What follows belongs to an exercise in optimizing a design on an open flow for small area and a short achievable clock period; a production flow would make more cautious choices.
Where RTL was checked, it was by simulation tests only, not by an equivalence proof against the original.
Power figures rest on the tool's default switching activity, not on a simulated workload.

Setup of the baseline:
==> flow/design.v (excerpt) <==
module executeStage (
    input  logic                         clk_i,
    input  logic                         rst_n_i,
    input  logic                         stall_i,
    input  logic                         bubble_i,
    input  logic [3:0]                   icode_i,
    input  logic [3:0]                   ifun_i,
    input  logic [2:0]                   stat_i,
    input  logic [y86Pkg::WORD_W-1:0]    valA_i,
    input  logic [y86Pkg::WORD_W-1:0]    valB_i,
    input  logic [y86Pkg::WORD_W-1:0]    valC_i,
    input  logic [3:0]                   dstE_i,
    input  logic [3:0]                   dstM_i,
    input  logic [3:0]                   srcA_i,      
    input  logic [3:0]                   srcB_i,
    output logic [3:0]                   icode_o,
    output logic [2:0]                   stat_o,
    output logic [y86Pkg::WORD_W-1:0]    valE_o,
    output logic [y86Pkg::WORD_W-1:0]    valA_o,
    output logic [3:0]                   dstE_o,
    output logic [3:0]                   dstM_o,
    output logic                         cnd_o
);
Size: about 1600 cells after synthesis, about 370 I/O pins, ~17000 µm² of cells after synthesis.
==> module executeRegister, before the edit <==
module executeRegister (
    input  logic                         clk_i,
    input  logic                         rst_n_i,
    input  logic                         stall_i,
    input  logic                         bubble_i,
    input  logic [3:0]                   icode_i,
    input  logic [3:0]                   ifun_i,
    input  logic [2:0]                   stat_i,
    input  logic [y86Pkg::WORD_W-1:0]    valA_i,
    input  logic [y86Pkg::WORD_W-1:0]    valB_i,
    input  logic [y86Pkg::WORD_W-1:0]    valC_i,
    input  logic [3:0]                   dstE_i,
    input  logic [3:0]                   dstM_i,
    output logic                         bubble_o,
    output logic [3:0]                   icode_o,
    output logic [2:0]                   cfun_o,      
    output logic                         setCc_o,
    output logic [2:0]                   stat_o,
    output logic [y86Pkg::WORD_W-1:0]    valA_o,
    output logic [y86Pkg::WORD_W-1:0]    opX_o,
    output logic [y86Pkg::WORD_W-1:0]    opY_o,
    output logic                         cin_o,
    output logic [3:0]                   dstE_o,
    output logic [3:0]                   dstM_o
);
    localparam int W = y86Pkg::WORD_W;
    logic kill;
    logic load;
    assign kill = !rst_n_i || bubble_i;
    assign load = !rst_n_i || !stall_i;
    logic isOpq, isCmov, isIrmov, isMem, isPush, isPop, isJxx;
    assign isOpq   = (icode_i == y86Pkg::OPQ);
    assign isCmov  = (icode_i == y86Pkg::CMOVXX);
    assign isIrmov = (icode_i == y86Pkg::IRMOVQ);
    assign isMem   = (icode_i == y86Pkg::RMMOVQ) || (icode_i == y86Pkg::MRMOVQ);
    assign isPush  = (icode_i == y86Pkg::CALL)   || (icode_i == y86Pkg::PUSHQ);
    assign isPop   = (icode_i == y86Pkg::RET)    || (icode_i == y86Pkg::POPQ);
    assign isJxx   = (icode_i == y86Pkg::JXX);
    logic opAdd, opSub, opAnd, opXor;
    assign opAdd = isOpq && (ifun_i == 4'h0);
    assign opSub = isOpq && (ifun_i == 4'h1);
    assign opAnd = isOpq && (ifun_i == 4'h2);
    assign opXor = isOpq && (ifun_i == 4'h3);
    logic xB, xAnd, xXor;
    assign xB   = opAdd || opSub || isMem || isPush || isPop;
    assign xAnd = opAnd;
    assign xXor = opXor;
    logic yA, yNA, yC, yM8, yP8;
    assign yA  = opAdd || isCmov;
    assign yNA = opSub;
    assign yC  = isIrmov || isMem;
    assign yM8 = isPush;
    assign yP8 = isPop;
    logic [W-1:0] xNext, yNext;
    assign xNext = ({W{xB}}   & valB_i)
                 | ({W{xAnd}} & (valA_i & valB_i))
                 | ({W{xXor}} & (valA_i ^ valB_i));
    assign yNext = ({W{yA}}   & valA_i)
                 | ({W{yNA}}  & ~valA_i)
                 | ({W{yC}}   & valC_i)
                 | ({W{yM8}}  & (-y86Pkg::STACK_STEP))
                 | ({W{yP8}}  & y86Pkg::STACK_STEP);
    logic [2:0] cfunNext;
    assign cfunNext = ((isJxx || isCmov) && (ifun_i < 4'd7)) ? ifun_i[2:0] : 3'd7;
    always_ff @(posedge clk_i) begin
        if (load) begin
            bubble_o <= kill;
            setCc_o  <= !kill && isOpq;
            icode_o  <= icode_i;
            stat_o   <= stat_i;
            dstE_o   <= dstE_i;
            dstM_o   <= dstM_i;
            valA_o   <= valA_i;
            cfun_o   <= cfunNext;
            opX_o    <= xNext;
            opY_o    <= yNext;
            cin_o    <= yNA;
        end
    end
endmodule
==> module aluUnit, before the edit <==
module aluUnit (
    input  logic [y86Pkg::WORD_W-1:0]    opX_i,
    input  logic [y86Pkg::WORD_W-1:0]    opY_i,
    input  logic                         cin_i,
    output logic [y86Pkg::WORD_W-1:0]    valE_o
);
    localparam int W = y86Pkg::WORD_W;
    logic [W:0] sum;
    assign sum    = ({opX_i, cin_i} + {opY_i, cin_i});
    assign valE_o = sum[W:1];
endmodule
==> module executeStage, before the edit <==
module executeStage (
    input  logic                         clk_i,
    input  logic                         rst_n_i,
    input  logic                         stall_i,
    input  logic                         bubble_i,
    input  logic [3:0]                   icode_i,
    input  logic [3:0]                   ifun_i,
    input  logic [2:0]                   stat_i,
    input  logic [y86Pkg::WORD_W-1:0]    valA_i,
    input  logic [y86Pkg::WORD_W-1:0]    valB_i,
    input  logic [y86Pkg::WORD_W-1:0]    valC_i,
    input  logic [3:0]                   dstE_i,
    input  logic [3:0]                   dstM_i,
    input  logic [3:0]                   srcA_i,      
    input  logic [3:0]                   srcB_i,
    output logic [3:0]                   icode_o,
    output logic [2:0]                   stat_o,
    output logic [y86Pkg::WORD_W-1:0]    valE_o,
    output logic [y86Pkg::WORD_W-1:0]    valA_o,
    output logic [3:0]                   dstE_o,
    output logic [3:0]                   dstM_o,
    output logic                         cnd_o
);
    logic                      eBubble;
    logic [3:0]                eIcode;
    logic [2:0]                eCfun;
    logic                      eSetCc;
    logic [2:0]                eStat;
    logic [y86Pkg::WORD_W-1:0] eValA;
    logic [y86Pkg::WORD_W-1:0] eOpX;
    logic [y86Pkg::WORD_W-1:0] eOpY;
    logic                      eCin;
    logic [3:0]                eDstE;
    logic [3:0]                eDstM;
    logic [y86Pkg::WORD_W-1:0] aluValE;
    logic                      eCnd;
    executeRegister u_executeRegister (
        .clk_i   (clk_i),   .rst_n_i (rst_n_i), .stall_i (stall_i), .bubble_i (bubble_i),
        .icode_i (icode_i), .ifun_i  (ifun_i),  .stat_i  (stat_i),
        .valA_i  (valA_i),  .valB_i  (valB_i),  .valC_i  (valC_i),
        .dstE_i  (dstE_i),  .dstM_i  (dstM_i),
        .bubble_o (eBubble),
        .icode_o (eIcode),  .cfun_o  (eCfun),   .setCc_o (eSetCc), .stat_o (eStat),
        .valA_o  (eValA),   .opX_o   (eOpX),    .opY_o   (eOpY),   .cin_o  (eCin),
        .dstE_o  (eDstE),   .dstM_o  (eDstM)
    );
    aluUnit u_aluUnit (
        .opX_i  (eOpX),    .opY_i   (eOpY),    .cin_i (eCin),
        .valE_o (aluValE)
    );
    condUnit u_condUnit (
        .clk_i   (clk_i),  .rst_n_i (rst_n_i), .stall_i (stall_i),
        .setCc_i (eSetCc), .xSign_i (eOpX[y86Pkg::WORD_W-1]), .ySign_i (eOpY[y86Pkg::WORD_W-1]),
        .mValE_i (valE_o), .cfun_i (eCfun), .cnd_o (eCnd)
    );
    memoryRegister u_memoryRegister (
        .clk_i   (clk_i),   .rst_n_i (rst_n_i), .stall_i (stall_i), .bubble_i (eBubble),
        .icode_i (eIcode),  .stat_i  (eStat),   .valE_i  (aluValE), .valA_i (eValA),
        .dstE_i  (eDstE),   .dstM_i  (eDstM),   .cnd_i   (eCnd),
        .icode_o (icode_o), .stat_o  (stat_o),  .valE_o  (valE_o),  .valA_o (valA_o),
        .dstE_o  (dstE_o),  .dstM_o  (dstM_o),  .cnd_o   (cnd_o)
    );
endmodule
export LEC_CHECK = 0
export CAP_MARGIN = 20
export CORE_MARGIN = 2
export CORE_UTILIZATION = 40
export SLEW_MARGIN = 20
create_clock -name core_clock -period 7.2 [get_ports {clk_i}]
standard.sh (not shown) runs the stock make flow with config.mk's settings and CLKGATE_MAP_FILE= SYNTH_SCRIPT=/design/flow/synth_recipe.tcl, a recipe that flattens the netlist after the stock synthesis.
==> flow/flow/run.sh <==
#!/bin/bash
set -euo pipefail
export BUFFER_PORTS_ARGS="-buffer_cell sky130_fd_sc_hd__buf_1"
export SETUP_SLACK_MARGIN=4.2
bash standard.sh finish > make_finish.log 2>&1
[inputs] the candidate vs the baseline
--- a/flow/design.v
+++ b/flow/design.v
@@ -62,6 +62,6 @@
     output logic [2:0]                   stat_o,
     output logic [y86Pkg::WORD_W-1:0]    valA_o,
-    output logic [y86Pkg::WORD_W-1:0]    opX_o,
-    output logic [y86Pkg::WORD_W-1:0]    opY_o,
+    output logic [y86Pkg::WORD_W-1:0]    gen_o,       
+    output logic [y86Pkg::WORD_W-1:0]    prop_o,      
     output logic                         cin_o,
     output logic [3:0]                   dstE_o,
@@ -117,6 +117,6 @@
             valA_o   <= valA_i;
             cfun_o   <= cfunNext;
-            opX_o    <= xNext;
-            opY_o    <= yNext;
+            gen_o    <= xNext & yNext;
+            prop_o   <= xNext ^ yNext;
             cin_o    <= yNA;
         end
@@ -125,13 +125,30 @@
 `timescale 1ns/1ps
 module aluUnit (
-    input  logic [y86Pkg::WORD_W-1:0]    opX_i,
-    input  logic [y86Pkg::WORD_W-1:0]    opY_i,
+    input  logic [y86Pkg::WORD_W-1:0]    gen_i,
+    input  logic [y86Pkg::WORD_W-1:0]    prop_i,
     input  logic                         cin_i,
     output logic [y86Pkg::WORD_W-1:0]    valE_o
 );
-    localparam int W = y86Pkg::WORD_W;
-    logic [W:0] sum;
-    assign sum    = ({opX_i, cin_i} + {opY_i, cin_i});
-    assign valE_o = sum[W:1];
+    localparam int W      = y86Pkg::WORD_W;
+    localparam int LEVELS = $clog2(W);
+    logic [W-1:0] gk [0:LEVELS];
+    logic [W-1:0] pk [0:LEVELS];
+    always_comb begin
+        gk[0]    = gen_i;
+        pk[0]    = prop_i;
+        gk[0][0] = gen_i[0] | (prop_i[0] & cin_i);
+        for (int l = 0; l < LEVELS; l++) begin
+            for (int i = 0; i < W; i++) begin
+                if (i >= (1 << l)) begin
+                    gk[l+1][i] = gk[l][i] | (pk[l][i] & gk[l][i - (1 << l)]);
+                    pk[l+1][i] = pk[l][i] & pk[l][i - (1 << l)];
+                end else begin
+                    gk[l+1][i] = gk[l][i];
+                    pk[l+1][i] = pk[l][i];
+                end
+            end
+        end
+    end
+    assign valE_o = prop_i ^ {gk[LEVELS][W-2:0], cin_i};
 endmodule
 `timescale 1ns/1ps
@@ -264,6 +281,6 @@
     logic [2:0]                eStat;
     logic [y86Pkg::WORD_W-1:0] eValA;
-    logic [y86Pkg::WORD_W-1:0] eOpX;
-    logic [y86Pkg::WORD_W-1:0] eOpY;
+    logic [y86Pkg::WORD_W-1:0] eGen;
+    logic [y86Pkg::WORD_W-1:0] eProp;
     logic                      eCin;
     logic [3:0]                eDstE;
@@ -278,14 +295,15 @@
         .bubble_o (eBubble),
         .icode_o (eIcode),  .cfun_o  (eCfun),   .setCc_o (eSetCc), .stat_o (eStat),
-        .valA_o  (eValA),   .opX_o   (eOpX),    .opY_o   (eOpY),   .cin_o  (eCin),
+        .valA_o  (eValA),   .gen_o   (eGen),    .prop_o  (eProp),   .cin_o  (eCin),
         .dstE_o  (eDstE),   .dstM_o  (eDstM)
     );
     aluUnit u_aluUnit (
-        .opX_i  (eOpX),    .opY_i   (eOpY),    .cin_i (eCin),
+        .gen_i  (eGen),    .prop_i  (eProp),    .cin_i (eCin),
         .valE_o (aluValE)
     );
     condUnit u_condUnit (
         .clk_i   (clk_i),  .rst_n_i (rst_n_i), .stall_i (stall_i),
-        .setCc_i (eSetCc), .xSign_i (eOpX[y86Pkg::WORD_W-1]), .ySign_i (eOpY[y86Pkg::WORD_W-1]),
+        .setCc_i (eSetCc), .xSign_i (eGen[y86Pkg::WORD_W-1]),
+        .ySign_i (eGen[y86Pkg::WORD_W-1] ^ eProp[y86Pkg::WORD_W-1]),
         .mValE_i (valE_o), .cfun_i (eCfun), .cnd_o (eCnd)
     );
### Flow results
The lower critical path required time of the candidate and the baseline is in the candidate. Count of nets left with antenna violations after detail routing came out exactly the same in the candidate and the baseline. Worst hold slack is lower on the candidate. Floorplan die area grows slightly when moving from the baseline to the candidate. Global-route usage: the candidate and the baseline compared, lower one is the baseline. Worst clock skew on the candidate is ahead of the baseline. The candidate ends up with a pin slew with the least headroom to its limit that is 0.25 ns lower than in the baseline.
Function was not checked in any run of this note: the RTL went through the layout flow alone.


executeStage, a different RTL version from the one above (not shown whole).
Size: roughly 1300 cells after synthesis, about 370 I/O pins, roughly 15000 µm² of cells after synthesis.
==> module executeRegister, before the edit <==
module executeRegister (
    input  logic                         clk_i,
    input  logic                         rst_n_i,
    input  logic                         stall_i,
    input  logic                         bubble_i,
    input  logic [3:0]                   icode_i,
    input  logic [3:0]                   ifun_i,
    input  logic [2:0]                   stat_i,
    input  logic [y86Pkg::WORD_W-1:0]    valA_i,
    input  logic [y86Pkg::WORD_W-1:0]    valB_i,
    input  logic [y86Pkg::WORD_W-1:0]    valC_i,
    input  logic [3:0]                   dstE_i,
    input  logic [3:0]                   dstM_i,
    output logic                         bubble_o,
    output logic [3:0]                   icode_o,
    output logic [2:0]                   cfun_o,      
    output logic                         setCc_o,
    output logic [2:0]                   stat_o,
    output logic [y86Pkg::WORD_W-1:0]    valA_o,
    output logic [y86Pkg::WORD_W-1:1]    opX_o,
    output logic [y86Pkg::WORD_W-1:1]    opY_o,
    output logic                         sum0_o,      
    output logic                         carry1_o,    
    output logic                         noCarry_o,
    output logic [3:0]                   dstE_o,
    output logic [3:0]                   dstM_o
);
    localparam int W = y86Pkg::WORD_W;
    logic kill;
    logic load;
    assign kill = !rst_n_i || bubble_i;
    assign load = !rst_n_i || !stall_i;
    logic isOpq, isCmov, isIrmov, isMem, isPush, isPop, isJxx;
    assign isOpq   = (icode_i == y86Pkg::OPQ);
    assign isCmov  = (icode_i == y86Pkg::CMOVXX);
    assign isIrmov = (icode_i == y86Pkg::IRMOVQ);
    assign isMem   = (icode_i == y86Pkg::RMMOVQ) || (icode_i == y86Pkg::MRMOVQ);
    assign isPush  = (icode_i == y86Pkg::CALL)   || (icode_i == y86Pkg::PUSHQ);
    assign isPop   = (icode_i == y86Pkg::RET)    || (icode_i == y86Pkg::POPQ);
    assign isJxx   = (icode_i == y86Pkg::JXX);
    logic opAdd, opSub, opAnd, opXor;
    assign opAdd = isOpq && (ifun_i == 4'h0);
    assign opSub = isOpq && (ifun_i == 4'h1);
    assign opAnd = isOpq && (ifun_i == 4'h2);
    assign opXor = isOpq && (ifun_i == 4'h3);
    logic xB;
    assign xB = opAdd || opSub || opAnd || opXor || isMem || isPush || isPop;
    logic yA, yNA, yNAB, yC, yM8, yP8;
    assign yA   = opAdd || opXor || isCmov;
    assign yNA  = opSub;
    assign yNAB = opAnd;
    assign yC   = isIrmov || isMem;
    assign yM8  = isPush;
    assign yP8  = isPop;
    logic [W-1:0] xNext, yNext;
    assign xNext = {W{xB}} & valB_i;
    assign yNext = ({W{yA}}   & valA_i)
                 | ({W{yNA}}  & ~valA_i)
                 | ({W{yNAB}} & (~valA_i & valB_i))
                 | ({W{yC}}   & valC_i)
                 | ({W{yM8}}  & (-y86Pkg::STACK_STEP))
                 | ({W{yP8}}  & y86Pkg::STACK_STEP);
    logic sum0Next, carry1Next;
    assign sum0Next   = ((opAdd || opSub || opXor) && (valA_i[0] ^ valB_i[0]))
                      | (opAnd && (valA_i[0] & valB_i[0]))
                      | (isCmov && valA_i[0])
                      | (isIrmov && valC_i[0])
                      | (isMem && (valB_i[0] ^ valC_i[0]))
                      | ((isPush || isPop) && valB_i[0]);
    assign carry1Next = (opAdd && (valA_i[0] & valB_i[0]))
                      | (opSub && (valB_i[0] | ~valA_i[0]))
                      | (isMem && (valB_i[0] & valC_i[0]));
    logic [2:0] cfunNext;
    assign cfunNext = ((isJxx || isCmov) && (ifun_i < 4'd7)) ? ifun_i[2:0] : 3'd7;
    always_ff @(posedge clk_i) begin
        if (load) begin
            bubble_o <= kill;
            setCc_o  <= !kill && isOpq;
            icode_o  <= icode_i;
            stat_o   <= stat_i;
            dstE_o   <= dstE_i;
            dstM_o   <= dstM_i;
            valA_o   <= valA_i;
            cfun_o   <= cfunNext;
            opX_o    <= xNext[W-1:1];
            opY_o    <= yNext[W-1:1];
            sum0_o   <= sum0Next;
            carry1_o <= carry1Next;
            noCarry_o <= opAnd || opXor;
        end
    end
endmodule
Settings: LEC_CHECK=0, CAP_MARGIN=20, CORE_MARGIN=2, CORE_UTILIZATION=40, SLEW_MARGIN=20; clock period 7.2 ns.
==> flow/flow/run.sh <==
#!/bin/bash
set -euo pipefail
export BUFFER_PORTS_ARGS="-buffer_cell sky130_fd_sc_hd__buf_1"
export CTS_BUF_LIST="sky130_fd_sc_hd__clkbuf_8 sky130_fd_sc_hd__clkbuf_16"
export CTS_CLUSTER_SIZE=24
export CTS_CLUSTER_DIAMETER=100
export SETUP_SLACK_MARGIN=4.3
bash standard.sh finish > make_finish.log 2>&1
The starting point finished clean.
Then changed:
--- a/flow/design.v
+++ b/flow/design.v
@@ -102,21 +102,14 @@
                  | ({W{yNA}}  & ~valA_i)
                  | ({W{yNAB}} & (~valA_i & valB_i))
                  | ({W{yC}}   & valC_i)
                  | ({W{yM8}}  & (-y86Pkg::STACK_STEP))
                  | ({W{yP8}}  & y86Pkg::STACK_STEP);
     logic sum0Next, carry1Next;
-    assign sum0Next   = ((opAdd || opSub || opXor) && (valA_i[0] ^ valB_i[0]))
-                      | (opAnd && (valA_i[0] & valB_i[0]))
-                      | (isCmov && valA_i[0])
-                      | (isIrmov && valC_i[0])
-                      | (isMem && (valB_i[0] ^ valC_i[0]))
-                      | ((isPush || isPop) && valB_i[0]);
-    assign carry1Next = (opAdd && (valA_i[0] & valB_i[0]))
-                      | (opSub && (valB_i[0] | ~valA_i[0]))
-                      | (isMem && (valB_i[0] & valC_i[0]));
+    assign sum0Next   = xNext[0] ^ (yNA ? valA_i[0] : yNext[0]);
+    assign carry1Next = yNA ? (valB_i[0] | ~valA_i[0]) : (xNext[0] & yNext[0]);
     logic [2:0] cfunNext;
     assign cfunNext = ((isJxx || isCmov) && (ifun_i < 4'd7)) ? ifun_i[2:0] : 3'd7;
     always_ff @(posedge clk_i) begin
         if (load) begin
             bubble_o <= kill;
             setCc_o  <= !kill && isOpq;
After rerunning: Routed wire length goes up by about 0.56%; worst hold slack barely changes; synthesized area grows by 2.4%; critical path depth went down by 3; first-iteration DRC count increases by about 20%; sequential share of layout area went down by 0.84 points; setup slack loses 0.023 ns; global-route usage came out lower by 0.56 points; final cell count rises by about 1.8%; register-to-register slack stays flat; total power increases by about 1.2%; sequential cell count stays the same; design area rises by about 1.7%; utilization decreases by 0.44 points.
The RTL of the first run of this note was laid out without a check of its function.

separate check: timing with driven ports:
How much do the figures lean on ideal ports? The routed layouts below were timed once more, with nothing changed but the port constraints.
Step 1: set_driving_cell puts a clkbuf_16 on clk_i and a buf_2 on each other input, an assumption about the parent block.
Step 2 moves the port delays by t, midway between the first and last clock arrival at a register: inputs arrive t later, outputs are due t later. That takes back most of the time a late clock gives input paths.
a / b / c = no drivers / after step 1 / after step 2; a / b = the first two.
run	t, ns	setup slack, ns	worst slew at a driven data input, ns
the baseline	0.602	4.073 / 4.073 / 3.655	0.08
the candidate	0.615	4.046 / 4.046 / 3.541	0.10
the first run of note 2	0.584	4.269 / 4.269 / 3.721	0.07
the second run of note 2	0.575	4.246 / 4.252 / 3.678	0.11
After both steps setup and hold are still met in every run listed. The setup slack of the second run of note 2, which loses most, moves by +0.006 ns with the drivers and by -0.568 ns with both steps.
